What follows belongs to an exercise in optimizing a design on an open flow for small area; a production flow would make more cautious choices.

## the baseline
// isb_top
module isb_top (
    input  logic            clk,
    input  logic            rst_i,
    input  logic            access_v_i,
    input  isb_pkg::pc_t    access_pc_i,
    input  isb_pkg::paddr_t access_addr_i,
    output logic            prefetch_v_o,
    output isb_pkg::paddr_t prefetch_addr_o
);
    logic [3:0]  tu_valid;
    logic [15:0] tu_pc [4];
    logic [15:0] tu_last [4];
    logic [3:0]  c_hit;          
    logic [4:0]  c_sa [4];       
    logic        dup [4][4];
    logic        xdup [4][4];
    logic        l01, l02, l03, l12, l13, l23;
    logic [3:0]  pc_match;
    logic [3:0]  idx_eq;         
    logic [3:0]  addr_eq;        
    logic [3:0]  victim;
    logic [3:0]  use_oh;
    logic        tu_hit;
    logic [15:0] last;
    logic [3:0]  dup_h;          
    logic [3:0]  xdup_h;         
    logic        ia_eq_ib;
    always_comb begin
        for (int i = 0; i < 4; i++) begin
            pc_match[i] = tu_valid[i] && tu_pc[i] == access_pc_i;
            idx_eq[i] = tu_last[i][4:0] == access_addr_i[4:0];
            addr_eq[i] = idx_eq[i] && tu_last[i][15:5] == access_addr_i[15:5];
        end
    end
    assign tu_hit = |pc_match;
    assign victim[0] = l01 & l02 & l03;
    assign victim[1] = ~l01 & l12 & l13;
    assign victim[2] = ~l02 & ~l12 & l23;
    assign victim[3] = ~l03 & ~l13 & ~l23;
    assign use_oh = tu_hit ? pc_match : victim;
    always_comb begin
        last = '0;
        a_hit = 1'b0;
        a_sa = '0;
  ...
Size: ~1300 flip-flops, ~52 I/O pins, ~0.054 mm2 of cells after synthesis.
export LEC_CHECK = 0
export CAP_MARGIN = 20
export CORE_MARGIN = 2
export CORE_UTILIZATION = 65
export PLACE_DENSITY = 0.75
export SLEW_MARGIN = 20
export CTS_ARGS = -sink_clustering_enable -repair_clock_nets -dont_use_dummy_load -buf_list sky130_fd_sc_hd__clkbuf_8 -sink_clustering_size 14 -sink_clustering_max_diameter 60
export BUFFER_PORTS_ARGS = -buffer_cell sky130_fd_sc_hd__buf_1
create_clock -name core_clock -period 10.0 [get_ports {clk}]
standard.sh (not shown) runs the stock make flow with config.mk's settings and CLKGATE_MAP_FILE= SYNTH_SCRIPT=/design/flow/synth_recipe.tcl, a recipe that flattens the netlist after the stock synthesis.
==> flow/flow/run.sh <==
#!/bin/bash
set -euo pipefail
cat >> config.mk <<'EOC'
export CTS_ARGS = -sink_clustering_enable -repair_clock_nets -dont_use_dummy_load -buf_list sky130_fd_sc_hd__clkbuf_8 -sink_clustering_size 14 -sink_clustering_max_diameter 60
export BUFFER_PORTS_ARGS = -buffer_cell sky130_fd_sc_hd__buf_1
EOC
bash standard.sh > standard.log 2>&1
Here is what was changed in the inputs of the candidate compared with the baseline.
-- flow/design.v --
<<< the baseline, line 111
    logic [4:0]  a_sa, b_sa;
    logic [1:0]  b_conf;
    assign sh1b = p1_v && p1_a[4:0] == access_addr_i[4:0];
    assign sh0b = p0_v && p0_a[4:0] == access_addr_i[4:0] && !sh1b;
    assign sh_b = sh0b || sh1b;
    always_comb begin
>>> the candidate, line 111
    logic [4:0]  a_sa, b_sa;
    logic [1:0]  b_conf;
    assign sh0b = p0_v && p0_a[4:0] == access_addr_i[4:0];
    assign sh1b = p1_v && p1_a[4:0] == access_addr_i[4:0];
    assign sh_b = sh0b || sh1b;
    always_comb begin
<<< the baseline, line 239
        end else if (map_a && ns == 2'd0) begin
            p0_v <= !(wr_b && ia_eq_ib);
        end else if (wr_b && p0_a[4:0] == access_addr_i[4:0]) begin
            p0_v <= 1'b0;
        end
>>> the candidate, line 239
        end else if (map_a && ns == 2'd0) begin
            p0_v <= !(wr_b && ia_eq_ib);
        end else if ((wr_b && p0_a[4:0] == access_addr_i[4:0]) || (map_a && p0_a[4:0] == last[4:0])) begin
            p0_v <= 1'b0;
        end
<<< the baseline, line 263
    logic [4:0]  s;
    assign s = b_tgt[4:0];
    always_ff @(posedge clk) begin
        for (int e = 1; e < 32; e++) begin
            if (e == 16 && map_a && ns == 2'd1) begin
                sp_pa[e] <= last;
            end else if (map_b && s == 5'(e)) begin
                sp_pa[e] <= access_addr_i;
            end
        end
    end
>>> the candidate, line 263
    logic [4:0]  s;
    assign s = b_tgt[4:0];
    logic        f16;
    always_ff @(posedge clk) begin
        for (int e = 1; e < 32; e++) begin
            if (map_b && s == 5'(e)) begin
                sp_pa[e] <= access_addr_i;
            end
        end
        if (map_a && ns == 2'd1) begin
            f16 <= 1'b1;
        end else if (map_b && s == 5'd16) begin
            f16 <= 1'b0;
        end
    end
<<< the baseline, line 295
        rd_pa = '0;
        for (int e = 1; e < 32; e++) begin
            rd_pa = rd_pa | (sp_pa[e] & {16{b_sa == 5'(e - 1)}});
        end
    end
>>> the candidate, line 299
        rd_pa = '0;
        for (int e = 1; e < 32; e++) begin
            if (e == 16) begin
                rd_pa = rd_pa | ((f16 ? p1_a : sp_pa[e]) & {16{rd == 5'(e)}});
            end else begin
                rd_pa = rd_pa | (sp_pa[e] & {16{rd == 5'(e)}});
            end
        end
    end
## What came out
- Design area delta (the candidate -> the baseline): insignificant
- Comparing the candidate with the baseline, the growth of design area from synthesis to finish came out essentially unchanged.
- Comparing the candidate and the baseline, the lower maximum vdd drop is on the candidate.
- Relative to the baseline, routed wire length increased by about 1.6% in the candidate.
- Of the candidate and the baseline, the run reporting the higher multiplexer fraction of the synthesized cell area was the baseline.
Function was not checked in any run of this note: the RTL went through the layout flow alone.

==> static timing again, ports no longer ideal <==
The flow's constraints put no driver on any port. The routed layouts listed below were extracted and timed again, unchanged, in two steps. Step 1, drivers: a clkbuf_16 drives clk and a buf_2 each remaining input, both assumed. Step 2 moves the port delays by t, midway between the first and last clock arrival at a register: inputs arrive t later, outputs are due t later. That takes back most of the time a late clock gives input paths. Three values: no drivers, after step 1, after step 2; two values: the first two.
| run | t (ns) | slack for setup (ns) | hold WS [ns] | clock arrival spread, ns | worst data-port slew with drivers (ns) |
|---|---|---|---|---|---|
| the baseline | 0.813 | 1.830 / 1.867 / 1.054 | 0.470 / 0.470 / 0.470 | 0.120 / 0.120 | 0.05 |
| the candidate | 0.850 | 1.515 / 1.502 / 0.652 | 0.471 / 0.471 / 0.471 | 0.101 / 0.101 | 0.15 |
After both steps setup and hold are still met in every run listed. For the candidate, which loses most, drivers alone change the setup slack by -0.013 ns; drivers and shift together by -0.863 ns.
